Background: an optimization exercise with open tools, aiming at small area. Do not read the settings as production practice.
The RTL was checked by simulation tests, not by an equivalence proof against the original design.
No activity file was given, so power comes from the tool's default toggle rates.

**constraint.sdc**
```tcl
create_clock -name core_clock -period 9.0 [get_ports {clk}]
set_input_delay 1.8000 -clock core_clock [delete_from_list [all_inputs] [get_ports {clk}]]
set_output_delay 1.8000 -clock core_clock [all_outputs]
set_load 0.01 [all_outputs]
```
**config.mk**
```make
export PLATFORM = sky130hd
export DESIGN_NAME = coeff_ramp16
export DESIGN_NICKNAME = coeff_ramp16
export VERILOG_FILES = /design/flow/design.v
export SDC_FILE = /design/flow/constraint.sdc
export NUM_CORES = 4
export LEC_CHECK = 0
export ABC_CLOCK_PERIOD_IN_PS = 6500
export CAP_MARGIN = 20
export CORE_MARGIN = 2
export CORE_UTILIZATION = 40
export SETUP_SLACK_MARGIN = 0.2
export SLEW_MARGIN = 20
```
**design.v**
```verilog
package mixer_pkg;
   localparam int NCH     = 16;
   localparam int COEFF_W = 16;
   localparam int FLAT_W  = NCH * COEFF_W;
   localparam int CH_W    = 4;
   typedef logic signed [COEFF_W-1:0] coeff_t;
   typedef enum logic {
      ST_IDLE,
      ST_SWEEP
   } ramp_st_e;
   function automatic int slc_lo(input int k);
      slc_lo = k * COEFF_W;
   endfunction
endpackage
module coeff_slew_step #(
   parameter logic [mixer_pkg::COEFF_W-1:0] STEP = 16'd64
) (
   input  logic [mixer_pkg::COEFF_W-1:0] i_cur,
   input  logic [mixer_pkg::COEFF_W-1:0] i_tgt,
   output logic [mixer_pkg::COEFF_W-1:0] o_next,
   output logic               o_eq
);
   logic signed [mixer_pkg::COEFF_W:0] w_d;
   logic        [mixer_pkg::COEFF_W:0] w_lo;
   logic        [mixer_pkg::COEFF_W:0] w_hi;
   assign w_d  = $signed({i_tgt[mixer_pkg::COEFF_W-1], i_tgt})
               - $signed({i_cur[mixer_pkg::COEFF_W-1], i_cur});
   assign w_lo = -{1'b0, STEP};
   assign w_hi = {1'b0, STEP};
   assign o_eq   = ($signed(w_d) >= $signed(w_lo)) && ($signed(w_d) <= $signed(w_hi));
   assign o_next = o_eq ? i_tgt
                 : (w_d[mixer_pkg::COEFF_W] ? i_cur - STEP : i_cur + STEP);
endmodule
module coeff_ramp16 #(
   parameter logic [mixer_pkg::COEFF_W-1:0] STEP = 16'd64
) (
   input  logic              clk,
   input  logic              rst_n,
   input  logic              sample_tick,
   input  logic              coeff_done,
   input  logic              snap,
   input  logic [mixer_pkg::FLAT_W-1:0] tgt_L_flat,
   input  logic [mixer_pkg::FLAT_W-1:0] tgt_R_flat,
   output logic [mixer_pkg::FLAT_W-1:0] cur_L_flat,
   output logic [mixer_pkg::FLAT_W-1:0] cur_R_flat,
   output logic              ramp_busy,
   output logic              settled,
   output logic              overrun,
   input  logic              overrun_clr
);
   localparam int NCH = mixer_pkg::NCH;
   localparam int W   = mixer_pkg::COEFF_W;
   localparam int FW  = mixer_pkg::FLAT_W;
   logic [FW-1:0] r_pend_l, r_pend_r;
   logic          r_pz;
   logic [FW-1:0] r_act_l, r_act_r;
   logic [FW-1:0] r_cur_l, r_cur_r;
   logic [FW-1:0] w_src_l, w_src_r;
   logic [mixer_pkg::CH_W-1:0] r_ch;
   logic r_all_eq;
   logic r_dirty;
   logic r_busy;
   logic r_settled;
   logic r_overrun;
   logic [W-1:0] w_cur_l, w_cur_r;
   logic [W-1:0] w_next_l, w_next_r;
   logic         w_eq_l, w_eq_r;
   logic         w_all_eq;
   logic         w_last;
   assign w_src_l = coeff_done ? tgt_L_flat : (r_pz ? '0 : r_pend_l);
   assign w_src_r = coeff_done ? tgt_R_flat : (r_pz ? '0 : r_pend_r);
   always_ff @(posedge clk) begin
      r_pend_l <= w_src_l;
      r_pend_r <= w_src_r;
   end
   always_ff @(posedge clk or negedge rst_n) begin
      if (!rst_n)          r_pz <= 1'b1;
      else if (coeff_done) r_pz <= 1'b0;
   end
   always_ff @(posedge clk) begin
      if (r_busy) begin
         r_act_l <= {{W{1'b0}}, r_act_l[FW-1:W]};
         r_act_r <= {{W{1'b0}}, r_act_r[FW-1:W]};
      end else begin
         r_act_l <= w_src_l;
         r_act_r <= w_src_r;
      end
   end
   always_comb begin
      w_cur_l = '0;
      w_cur_r = '0;
      for (int k = 0; k < NCH; k++) begin
         if (r_ch == k[mixer_pkg::CH_W-1:0]) begin
            w_cur_l = r_cur_l[k*W +: W];
            w_cur_r = r_cur_r[k*W +: W];
         end
      end
   end
   coeff_slew_step #(.STEP(STEP)) u_step_l (
      .i_cur (w_cur_l), .i_tgt (r_act_l[W-1:0]), .o_next (w_next_l), .o_eq (w_eq_l));
   coeff_slew_step #(.STEP(STEP)) u_step_r (
      .i_cur (w_cur_r), .i_tgt (r_act_r[W-1:0]), .o_next (w_next_r), .o_eq (w_eq_r));
   assign w_all_eq = r_all_eq & w_eq_l & w_eq_r;
   assign w_last   = (r_ch == mixer_pkg::CH_W'(NCH - 1));
   always_ff @(posedge clk or negedge rst_n) begin
      if (!rst_n) begin
         r_cur_l <= '0;
         r_cur_r <= '0;
      end else begin
         for (int k = 0; k < NCH; k++) begin
            if (snap) begin
               r_cur_l[k*W +: W] <= w_src_l[k*W +: W];
               r_cur_r[k*W +: W] <= w_src_r[k*W +: W];
            end else if (r_busy && r_ch == k[mixer_pkg::CH_W-1:0]) begin
               r_cur_l[k*W +: W] <= w_next_l;
               r_cur_r[k*W +: W] <= w_next_r;
            end
         end
      end
   end
   always_ff @(posedge clk or negedge rst_n) begin
      if (!rst_n) begin
         r_overrun <= 1'b0;
      end else if (overrun_clr) begin
         r_overrun <= 1'b0;
      end else if (sample_tick && r_busy && !snap) begin
         r_overrun <= 1'b1;
      end
   end
   always_ff @(posedge clk or negedge rst_n) begin
      if (!rst_n) begin
         r_ch      <= '0;
         r_all_eq  <= 1'b1;
         r_dirty   <= 1'b0;
         r_busy    <= 1'b0;
         r_settled <= 1'b1;
      end else if (snap) begin
         r_ch      <= '0;
         r_all_eq  <= 1'b1;
         r_dirty   <= 1'b0;
         r_busy    <= 1'b0;
         r_settled <= 1'b1;
      end else if (!r_busy) begin
         if (coeff_done) r_settled <= 1'b0;
         if (sample_tick) begin
            r_ch     <= '0;
            r_all_eq <= 1'b1;
            r_dirty  <= 1'b0;
            r_busy   <= 1'b1;
         end
      end else begin
         if (coeff_done) begin
            r_dirty   <= 1'b1;
            r_settled <= 1'b0;
         end
         if (w_last) begin
            r_ch      <= '0;
            r_all_eq  <= 1'b1;
            r_busy    <= 1'b0;
            r_settled <= w_all_eq & ~r_dirty & ~coeff_done;
         end else begin
            r_ch     <= r_ch + mixer_pkg::CH_W'(1);
            r_all_eq <= w_all_eq;
         end
      end
   end
   assign cur_L_flat = r_cur_l;
   assign cur_R_flat = r_cur_r;
   assign ramp_busy  = r_busy;
   assign settled    = r_settled;
   assign overrun    = r_overrun;
endmodule
```
**run.sh**
```bash
#!/bin/bash
# synth_recipe.tcl (not shown) runs the flow's synth.tcl, then flattens the netlist and writes it again
# the make line also repeats each setting of config.mk as NAME=value (left out here)
make -C /OpenROAD-flow-scripts/flow DESIGN_CONFIG=/design/flow/config.mk WORK_HOME=/design/flow/orfs CLKGATE_MAP_FILE= SYNTH_SCRIPT=/design/flow/synth_recipe.tcl finish
```
==> results.txt <==
[timing repair]
item	CTS	global route
setup endpoints to repair	0	142
resized for setup	0	5
buffers inserted	0	5
hold buffers	0	0
[worst reg2reg max path, delay by kind of cell, from the launching register on]
family	cells	cell delay, ns
DFF	1	0.49
adders and majority gates	2	0.97
AOI/OAI and AO/OA	9	2.08
buffers and inverters	3	1.01
muxes	1	0.86
and+or+nand+nor	8	2.91
[area by class of cell]
class	count	share of cell area
antenna	21	0.000644
clock buffer	257	0.0617
clock inverter	48	0.00713
inverter	60	0.00285
multi-input combinational	3900	0.339
sequential	1546	0.412
tap	2058	0.0316
timing repair buffer	1208	0.145
[where the power goes]
| group | leakage [nW] | switching (mW) | internal [mW] |
|---|---|---|---|
| combinational | 15.5 | 3.61 | 2.21 |
| clock | 2.77 | 2.96 | 4.14 |
| sequential | 14.8 | 0.685 | 7.69 |
[per-layer routing]
layer | GRT usage | routed length (um) | vias to the layer above
met5 | 0 | 175 | -
li1 | - | - | 24200
met3 | 0.115 | 34200 | 835
met1 | 0.495 | 128000 | 28600
met2 | 0.612 | 148000 | 3658
met4 | 0.226 | 22000 | 26
[path summary, 6_finish.rpt]
| kind | slack (ns) | start | cells past startpoint | to |
|---|---|---|---|---|
| setup reg to reg | 0.48 | r_ch[0]$_DFFE_PN0P_ | 23 | r_cur_l[153]$_DFFE_PN0P_ |
| hold reg to reg | 0.45 | r_act_l[63]$_DFF_P_ | 1 | r_act_l[47]$_DFF_P_ |
| min in group asynchronous | 0.94 | rst_n | 1 | r_overrun$_DFFE_PN0P_ |
| hold / removal | 0.45 | r_act_l[63]$_DFF_P_ | 1 | r_act_l[47]$_DFF_P_ |
| max in group asynchronous | 5.89 | rst_n | 3 | r_cur_r[115]$_DFFE_PN0P_ |
| setup / recovery | 0.48 | r_ch[0]$_DFFE_PN0P_ | 23 | r_cur_l[153]$_DFFE_PN0P_ |
[through the flow]
step	cell area [um2]	util
after global routing	81600	0.520
after global placement	75800	0.483
final	81600	0.520
after floorplan	63300	-
after detailed placement	75800	0.483
after CTS	81400	0.519
[synthesized netlist by cell type (33+ instances only)]
cell | count | area (um2)
o21ai_0 | 244 | 1220
nand2_1 | 325 | 1220
and3_1 | 110 | 688
buf_1 | 41 | 154
dfxtp_1 | 1024 | 20500
a22oi_1 | 48 | 360
ha_1 | 47 | 588
a31o_2 | 55 | 482
clkbuf_1 | 468 | 1760
o211ai_1 | 44 | 330
nand3_1 | 84 | 420
o22ai_1 | 47 | 294
inv_1 | 58 | 218
a211o_1 | 33 | 289
a21oi_1 | 254 | 1270
dfrtp_1 | 519 | 13000
a211oi_1 | 168 | 1260
mux2i_1 | 57 | 571
mux2_2 | 483 | 5440
a22o_1 | 491 | 4300
buf_2 | 40 | 200
o32ai_1 | 33 | 289
a221oi_1 | 170 | 1490
nor2_1 | 540 | 2030
nor3_1 | 218 | 1090
[logic make-up after synthesis]
group	synth area share
compound gates	0.215
flops	0.530
simple gates	0.108
buf+inv	0.0381
mux	0.0952
fa+ha+maj	0.0102
xor+xnor	0.00360
[placed cells by master, fill, tap and decap left out, types with 22 or more instances in the layout]
master	n
nand3b_1	27
nor3_1	217
nor2b_1	30
o221ai_1	23
o22ai_1	47
o32ai_1	33
inv_1	58
clkbuf_8	43
and3_1	108
o21a_1	22
clkinv_2	24
a22o_1	491
clkbuf_16	171
a31o_2	55
a21oi_1	249
nand3_1	82
o21ai_0	243
nor2_1	522
ha_1	43
a221oi_1	170
mux2i_1	48
buf_4	161
a211o_1	33
clkbuf_1	43
clkdlybuf4s50_1	1028
a22oi_1	48
mux2_2	483
nand2_1	321
o211ai_1	44
a211oi_1	168
dfxtp_1	1024
dfrtp_1	516
[flip-flops by register name, indices dropped and copies added, names as in the netlist]
| signal | cells |
|---|---|
| r_act_l | 256 |
| r_act_r | 256 |
| r_cur_l | 256 |
| r_cur_r | 256 |
| r_pend_l | 256 |
| r_pend_r | 256 |
| r_ch | 4 |
| r_all_eq | 1 |
| r_busy | 1 |
| r_dirty | 1 |
| r_overrun | 1 |
| r_pz | 1 |
| r_settled | 1 |
==> metrics.yaml <==
sta:
  setup_viol: 0
  rsz0062_at_grt: "false"
  slew_violations: 0
  slew_headroom: 0.161
  holdWs_ns: 0.445
  tns_ns: 0
  max_freq_mhz: 117
  finClkSkew_ns: 0.0255
  finalHoldViolCount: 0
  fin_crit_ns: 8.52
  final.period_utilization: 0.947
  worst_pin_slew_ns: 1.26
  timing.final.ws_setup_ns: 0.480
detailed_routing:
  route.vias.total: 57300
  post_drt_wl_per_cell_um: 36.5
  drtIter0Drc: 7383
  ant_nets: 0
  wl_um: 332000
  dr.pass1.iters: 6
  drc: 0
  avgViaCountPerCell: 6.30
critical_path:
  critPathMaxFanout: 34
  cp.buffers_inverters: 3
  cp.required_ns: 9.61
  critical_path.endpoint_type: "register"
  slowest_stage: "nand3b_1"
  crit_type: "reg2reg"
  worstPathArrival_ns: 9.13
  path_common_cell: "a21oi_1"
  cpPeakStageDelay_ns: 0.87
  crit_path_start_kind: "register"
  cp_top_family: "simple AND/OR/NAND/NOR gates"
  worstPathCellList: "ha_4 -> nand3b_1 -> buf_4 -> a21oi_1 -> a21oi_1 -> a211o_1 -> a21oi_1 -> nor2_1 -> or2_2 -> ha_1 -> o21ai_1 -> nor2b_1 -> a21oi_1 -> a2111oi_4 -> a211oi_1 -> or2_0 -> buf_4 -> or4_4 -> nor4_2 -> nor2_4 -> mux2i_2 -> buf_4 -> a221oi_1"
pwr:
  peakVddDrop_mv: 0.200
  powerDensity_nw_per_um2: 261
  p_leak_nw: 33.1
  power_mw: 21.3
clock_tree:
  clockBufferDepth: 3
  cts_tree: "built"
  cts.clk_slew.worst_paths_ns: 0.06
  clock_sinks: 1546
  clk_latency_ns: 0.79
  cts_root_buf: "clkbuf_16"
  htreeDepth: 4
  cts_buffers: 165
placement:
  portBuffers: 1032
  gp_congestion: 0.969
  placedCellCount: 8765
  detailedPlace.worstSlack_ns: 0.452
  dp_hpwl_um: 246000
global_route:
  antenna_found_initial: 42
  grtUsageTotal: 0.396
  grt-ovfl-total: 0
  grt_start_max_net_pins: 166
  grt_pass1_wl_um: 453000
  first_global_vias: 54800
cells_and_area:
  seqCellArea_um2: 33600
  final_nets: 7449
  drive_gt1_frac: 0.158
  stdcell_count: 9098
  syn_to_final_growth_pct: 28.9
  multi_input_area_um2: 27700
  fillers: 14300
synth:
  yosysUniqueCellTypes: 102
  syn_nets: 6631
  syn_area_um2: 63300
  netlist_instances: 6063
  synth.avg_cell_area_um2: 10.4
  yosys_register_bits: 1546
  synth.yosys.seq_area_share: 0.530
  synth-async-reset-ratio: 0.338
  synthFlopType: "dfxtp_1"
  synth_warnings: 1
  synth_edf_count: 0
die:
  dieArea_um2: 161000
  coreArea_um2: 157000
  io_pins: 1033
  row_count: 145
  die_h_um: 402
  initial_core_util: 0.404
  die_x_um: 402
outcome:
  outcome: "complete, no violations"
job:
  maxCapViolCount: 0
hold_path:
  hp-class: "reg2reg"

## re-timing with driven ports
How much do the figures lean on ideal ports? The routed layout below was timed once more, with nothing changed but the port constraints.
Step 1 sets driving cells, clkbuf_16 on the clock port and buf_2 on the other inputs (assumed; they add their load-dependent delay and slew).
Step 2 also shifts input and output timing later by t, the mid clock arrival at the registers, as if the neighbouring blocks saw the same clock.
a / b / c = ideal ports / drivers / drivers and shift; a / b = the first two.
shift t [ns]: 0.877
slack for setup (ns): 0.480 / 0.480 / 0.480
hold WS [ns]: 0.445 / 0.445 / 0.445
worst setup path after step 2: register to register
worst slew at a driven data input, ns: 0.29
After both steps setup and hold are still met in this run. For this run, drivers alone change the setup slack by 0.000 ns; drivers and shift together by 0.000 ns.
